Source: an optimization exercise on an open RTL-to-GDS flow (aim: small area and a short achievable clock period). Production flows keep margins and buffers that such runs may drop. RTL that was checked went through simulation tests only; none was proved equivalent to the original. Power figures rest on the tool's default switching activity, not on a simulated workload.

==> run Z: inputs <==
Design issue_unit, start of the top module:
module issue_unit #(
   parameter int MUL_LAT = 4,
   parameter int TAG_W   = 6,
   parameter int DATA_W  = 32
) (
   input  logic              clk,
   input  logic              reset,
   input  logic [5:0]        issueint_opcode,
   input  logic [TAG_W-1:0]  issueint_rdtag,
   input  logic [DATA_W-1:0] issueint_rsdata,
   input  logic [DATA_W-1:0] issueint_rtdata,
   input  logic              issueint_ready,
   output logic              issueint_done,
   input  logic [TAG_W-1:0]  issuemul_rdtag,
   input  logic [DATA_W-1:0] issuemul_rsdata,
   input  logic [DATA_W-1:0] issuemul_rtdata,
   input  logic              issuemul_ready,
   output logic              issuemul_done,
   output logic [TAG_W-1:0]  cdb_tag,
   output logic [DATA_W-1:0] cdb_data,
   output logic              cdb_valid
);
   logic              near_v;
   logic [TAG_W-1:0]  near_tag;
   logic [DATA_W-1:0] near_data;
   logic [DATA_W-1:0] alu_result;
   logic              cdb_v_q;
   logic [TAG_W-1:0]  cdb_tag_q;
   logic [DATA_W-1:0] cdb_data_q;
   logic [5:0]        op;
   logic              sel_add, sel_logic, sel_cmp;
   logic [DATA_W-1:0] a, b, bx, sum, logic_r;
   logic              cout, lt;
   assign op = issueint_opcode;
   assign a  = issueint_rsdata;
   assign b  = issueint_rtdata;
  ...
==> module issue_logic, before the edit <==
module issue_logic #(
   parameter int W = 32
) (
   input  logic [W-1:0] p,
   input  logic [W-1:0] g,
   input  logic [W-1:0] bx,
   input  logic [1:0]   op,
   input  logic         sel,
   output logic [W-1:0] r
);
   logic s_g, s_p, s_np, s_pb;
   assign s_g  = sel & ~op[1];             
   assign s_p  = sel & ~op[1] & op[0];     
   assign s_np = sel & op[1] & ~op[0];     
   assign s_pb = sel & op[1] & op[0];      
   assign r = ({W{s_g}} & g) | ({W{s_p}} & p) | ({W{s_np}} & ~p) | ({W{s_pb}} & p & bx);
endmodule
clock: 8.0 ns
lec_check: 0
abc_clock_period_in_ps: 4000
cap_margin: 20
core_margin: 2
core_utilization: 55
setup_slack_margin: 4.45
slew_margin: 20
synth_hierarchical: 1
standard.sh (not shown) runs the stock make flow with config.mk's settings and CLKGATE_MAP_FILE= SYNTH_SCRIPT=/design/flow/synth_recipe.tcl, a recipe that flattens the netlist after the stock synthesis.
==> flow/flow/run.sh <==
#!/bin/bash
set -euo pipefail
export BUFFER_PORTS_ARGS="-buffer_cell sky130_fd_sc_hd__buf_1"
bash standard.sh > standard.log 2>&1
==> inputs of run B, as changes to run Z <==
--- a/flow/design.v
+++ b/flow/design.v
@@ -1636,4 +1636,4 @@
    assign s_np = sel & op[1] & ~op[0];     
    assign s_pb = sel & op[1] & op[0];      
-   assign r = ({W{s_g}} & g) | ({W{s_p}} & p) | ({W{s_np}} & ~p) | ({W{s_pb}} & p & bx);
+   assign r = ({W{s_g}} & g) | (p & ({W{s_p}} | ({W{s_pb}} & bx))) | ({W{s_np}} & ~p);
 endmodule
CORE_UTILIZATION = 40   (was 55)
PLACE_DENSITY = 0.7   (was default)
==> comparison <==
Between run Z and run B, the lower register-to-register slack is in run B (gap 0.03 ns).
Of run B and run Z, run Z has the higher area after synthesis (gap 0.74%, measured against run Z).
In run Z the die area is lower than in run B, by about 26%.
In sequential cell count, run Z and run B do not differ.
Of run B and run Z, run Z has the higher combinational power (gap about 2%, measured against run Z).
Against run Z, the fmax of run B is lower by 0.28%.
Total power: run Z is higher than run B (about 0.46%).
In synthesized cell count, run Z and run B do not differ.


==> run a: inputs <==
issue_unit, a different RTL version from the one above (not shown whole).
// issue_unit
module issue_unit #(
   parameter int MUL_LAT = 4,
   parameter int TAG_W   = 6,
   parameter int DATA_W  = 32
) (
   input  logic              clk,
   input  logic              reset,
   input  logic [5:0]        issueint_opcode,
   input  logic [TAG_W-1:0]  issueint_rdtag,
   input  logic [DATA_W-1:0] issueint_rsdata,
   input  logic [DATA_W-1:0] issueint_rtdata,
   input  logic              issueint_ready,
   output logic              issueint_done,
   input  logic [TAG_W-1:0]  issuemul_rdtag,
   input  logic [DATA_W-1:0] issuemul_rsdata,
   input  logic [DATA_W-1:0] issuemul_rtdata,
   input  logic              issuemul_ready,
   output logic              issuemul_done,
   output logic [TAG_W-1:0]  cdb_tag,
   output logic [DATA_W-1:0] cdb_data,
   output logic              cdb_valid
);
   logic              near_v;
   logic [TAG_W-1:0]  near_tag;
   logic [DATA_W-1:0] near_data;
   logic [DATA_W-1:0] alu_result;
   logic              cdb_v_q;
   logic [TAG_W-1:0]  cdb_tag_q;
   logic [DATA_W-1:0] cdb_data_q;
   logic [5:0]        op;
   logic              sel_add, sel_logic, sel_cmp;
  ...
==> module issue_unit, before the edit <==
module issue_unit #(
   parameter int MUL_LAT = 4,
   parameter int TAG_W   = 6,
   parameter int DATA_W  = 32
) (
   input  logic              clk,
   input  logic              reset,
   input  logic [5:0]        issueint_opcode,
   input  logic [TAG_W-1:0]  issueint_rdtag,
   input  logic [DATA_W-1:0] issueint_rsdata,
   input  logic [DATA_W-1:0] issueint_rtdata,
   input  logic              issueint_ready,
   output logic              issueint_done,
   input  logic [TAG_W-1:0]  issuemul_rdtag,
   input  logic [DATA_W-1:0] issuemul_rsdata,
   input  logic [DATA_W-1:0] issuemul_rtdata,
   input  logic              issuemul_ready,
   output logic              issuemul_done,
   output logic [TAG_W-1:0]  cdb_tag,
   output logic [DATA_W-1:0] cdb_data,
   output logic              cdb_valid
);
   logic              near_v;
   logic [TAG_W-1:0]  near_tag;
   logic [DATA_W-1:0] near_data;
   logic [DATA_W-1:0] alu_result;
   logic              cdb_v_q;
   logic [TAG_W-1:0]  cdb_tag_q;
   logic [DATA_W-1:0] cdb_data_q;
   logic [5:0]        op;
   logic              sel_add, sel_logic, sel_cmp;
   logic [DATA_W-1:0] a, b, bx, sum, logic_r;
   logic              cout, lt;
   assign op = issueint_opcode;
   assign a  = issueint_rsdata;
   assign b  = issueint_rtdata;
   assign sel_add   = (op[5:2] == 4'b1000) & ~(op[1] & op[0]);    
   assign sel_logic = (op[5:2] == 4'b1001);                       
   assign sel_cmp   = (op[5:1] == 5'b10101);                      
   assign bx = b ^ {DATA_W{op[1]}};
   assign {cout, sum} = {1'b0, a} + {1'b0, bx} + {{DATA_W{1'b0}}, op[1]};
   assign lt = op[0] ? ~cout : ((a[DATA_W-1] ^ b[DATA_W-1]) ? a[DATA_W-1] : sum[DATA_W-1]);
   always_comb begin
      case (op[1:0])
         2'b00:   logic_r = a & b;
         2'b01:   logic_r = a | b;
         2'b10:   logic_r = a ^ b;
         default: logic_r = ~(a | b);
      endcase
   end
   always_comb begin
      alu_result = ({DATA_W{sel_add}} & sum) | ({DATA_W{sel_logic}} & logic_r);
      alu_result[0] = alu_result[0] | (sel_cmp & lt);
   end
   issue_mul_pipe #(
      .MUL_LAT (MUL_LAT),
      .TAG_W   (TAG_W),
      .DATA_W  (DATA_W)
   ) u_mul (
      .clk       (clk),
      .reset     (reset),
      .in_valid  (issuemul_done),
      .in_tag    (issuemul_rdtag),
      .in_a      (issuemul_rsdata),
      .in_b      (issuemul_rtdata),
      .near_v    (near_v),
      .near_tag  (near_tag),
      .near_data (near_data)
   );
   assign issuemul_done = reset & issuemul_ready;
   assign issueint_done = reset & issueint_ready & ~near_v;
   always_ff @(posedge clk) begin
      if (!reset) cdb_v_q <= 1'b0;
      else        cdb_v_q <= near_v | issueint_ready;
   end
   always_ff @(posedge clk) begin
      cdb_tag_q  <= near_v ? near_tag  : issueint_rdtag;
      cdb_data_q <= near_v ? near_data : alu_result;
   end
   assign cdb_valid = cdb_v_q;
   assign cdb_tag   = cdb_tag_q;
   assign cdb_data  = cdb_data_q;
endmodule
Settings: LEC_CHECK=0, CAP_MARGIN=20, CORE_MARGIN=2, CORE_UTILIZATION=40, SLEW_MARGIN=20, SYNTH_HIERARCHICAL=1; clock period 8.0 ns.
run.sh (not shown) runs the stock make flow with config.mk's settings and CLKGATE_MAP_FILE= SYNTH_SCRIPT=/design/flow/synth_recipe.tcl, a recipe that flattens the netlist after the stock synthesis.
Stock flow here: none of the scripts above is used.
==> run b (differences from run a) <==
--- a/flow/design.v
+++ b/flow/design.v
@@ -1467,5 +1467,27 @@
    assign sel_cmp   = (op[5:1] == 5'b10101);                      
    assign bx = b ^ {DATA_W{op[1]}};
-   assign {cout, sum} = {1'b0, a} + {1'b0, bx} + {{DATA_W{1'b0}}, op[1]};
+   logic [DATA_W-1:0] pg_g [0:5];
+   logic [DATA_W-1:0] pg_p [0:5];
+   logic [DATA_W:0]   carry;
+   always_comb begin
+      pg_g[0] = a & bx;
+      pg_p[0] = a ^ bx;
+      pg_g[0][0] = (a[0] & bx[0]) | ((a[0] ^ bx[0]) & op[1]);
+      for (int l = 0; l < 5; l++) begin
+         for (int i = 0; i < DATA_W; i++) begin
+            if (i & (1 << l)) begin
+               pg_g[l+1][i] = pg_g[l][i] | (pg_p[l][i] & pg_g[l][((i >> l) << l) - 1]);
+               pg_p[l+1][i] = pg_p[l][i] & pg_p[l][((i >> l) << l) - 1];
+            end else begin
+               pg_g[l+1][i] = pg_g[l][i];
+               pg_p[l+1][i] = pg_p[l][i];
+            end
+         end
+      end
+      carry[0] = op[1];
+      for (int i = 0; i < DATA_W; i++) carry[i+1] = pg_g[5][i];
+   end
+   assign sum  = pg_p[0] ^ carry[DATA_W-1:0];
+   assign cout = carry[DATA_W];
    assign lt = op[0] ? ~cout : ((a[DATA_W-1] ^ b[DATA_W-1]) ? a[DATA_W-1] : sum[DATA_W-1]);
    always_comb begin
--- a/flow/config.mk
+++ b/flow/config.mk
@@ -6,7 +6,9 @@
 export NUM_CORES = 4
 export LEC_CHECK = 0
+export ABC_CLOCK_PERIOD_IN_PS = 4000
 export CAP_MARGIN = 20
 export CORE_MARGIN = 2
 export CORE_UTILIZATION = 40
+export SETUP_SLACK_MARGIN = 4.3
 export SLEW_MARGIN = 20
 export SYNTH_HIERARCHICAL = 1
==> run c (differences from run a) <==
--- a/flow/config.mk
+++ b/flow/config.mk
@@ -6,7 +6,9 @@
 export NUM_CORES = 4
 export LEC_CHECK = 0
+export ABC_CLOCK_PERIOD_IN_PS = 4000
 export CAP_MARGIN = 20
 export CORE_MARGIN = 2
 export CORE_UTILIZATION = 40
+export SETUP_SLACK_MARGIN = 4.0
 export SLEW_MARGIN = 20
 export SYNTH_HIERARCHICAL = 1
==> run summary <==
| quantity | run a | run c | run b |
|---|---|---|---|
| Postcts setup bufs | 0 | 9 | 39 |
| Post-synthesis sequential area ratio | 21.55% | 21.55% | 21.90% |
| Antenna violations before repair | 0 | 1 | 0 |
| Iter 0 DRT Violations | 1,508 | 1,814 | 1,768 |
| Final weighted congestion in routability-driven placement | 0.9061 | 0.9113 | 0.8827 |
| Power density over the cells | 363.7 nW/um2 | 369.3 nW/um2 | 353.0 nW/um2 |
| GR Util met2 | 40.00% | 41.87% | 38.73% |
| Peak fanout along the critical path | 52 | 12 | 7 |
| Synth top area share | 21.55% | 21.55% | 21.90% |
| Average cell area after synthesis | 9.866 um2 | 9.866 um2 | 9.876 um2 |
| Unrepaired setup endpoints after global routing | no | yes | yes |
| Area of combinational cells with multiple inputs | 15,250 um2 | 15,810 um2 | 16,100 um2 |
| Logic power comb | 5780 uW | 6680 uW | 6430 uW |
| Area taken by flip-flops and latches | 4473 um2 | 4599 um2 | 4617 um2 |
| Data required time at the worst endpoint | 8.48 ns | 8.47 ns | 8.41 ns |
| Cell depth of the worst setup path | 12 | 10 | 13 |
| Core area | 51,300 um2 | 51,300 um2 | 50,270 um2 |
| Sequential cell fraction of total power | 19.1% | 17.4% | 17.9% |
| Worst Min Path Start | u_mul.lo2_q[12] | u_mul.lo2_q[13] | u_mul.tag2_q[0] |
| Result of the run | finished clean | finished clean | finished clean |
The RTL of run b was laid out without a check of its function.

[afterwards: timing with drivers on the ports]
How much do the figures lean on ideal ports? The routed layouts below were timed once more, with nothing changed but the port constraints. Step 1 sets driving cells, clkbuf_16 on the clock port and buf_2 on the other inputs (assumed; they add their load-dependent delay and slew). Step 2 adds t to the input delays and takes it off the output delays; t is the mean of the earliest and latest rising clock arrival at the registers after step 1. Input paths then give back, and output paths get back, about the clock's delay inside the block. a / b / c = ideal / step 1 / step 2; a / b = the first two.
run | shift t [ns] | slack for setup (ns) | worst setup path at the end | worst register clock-pin slew, ns | pins driven straight from the clock port
run Z of note 1 | 0.615 | 4.422 / 4.378 / 3.794 | input to register | 0.06 / 0.06 | 1
run B of note 1 | 0.619 | 4.412 / 4.359 / 3.739 | input to register | 0.07 / 0.07 | 1
run a of note 2 | 0.621 | 3.118 / 3.150 / 2.528 | input to register | 0.07 / 0.07 | 1
run b of note 2 | 0.615 | 4.018 / 4.018 / 3.558 | input to register | 0.07 / 0.07 | 1
run c of note 2 | 0.629 | 3.969 / 3.969 / 3.437 | input to register | 0.07 / 0.07 | 1
After both steps every run listed still meets setup and hold. The setup slack of run B of note 1, which loses most, moves by -0.053 ns with the drivers and by -0.673 ns with both steps.
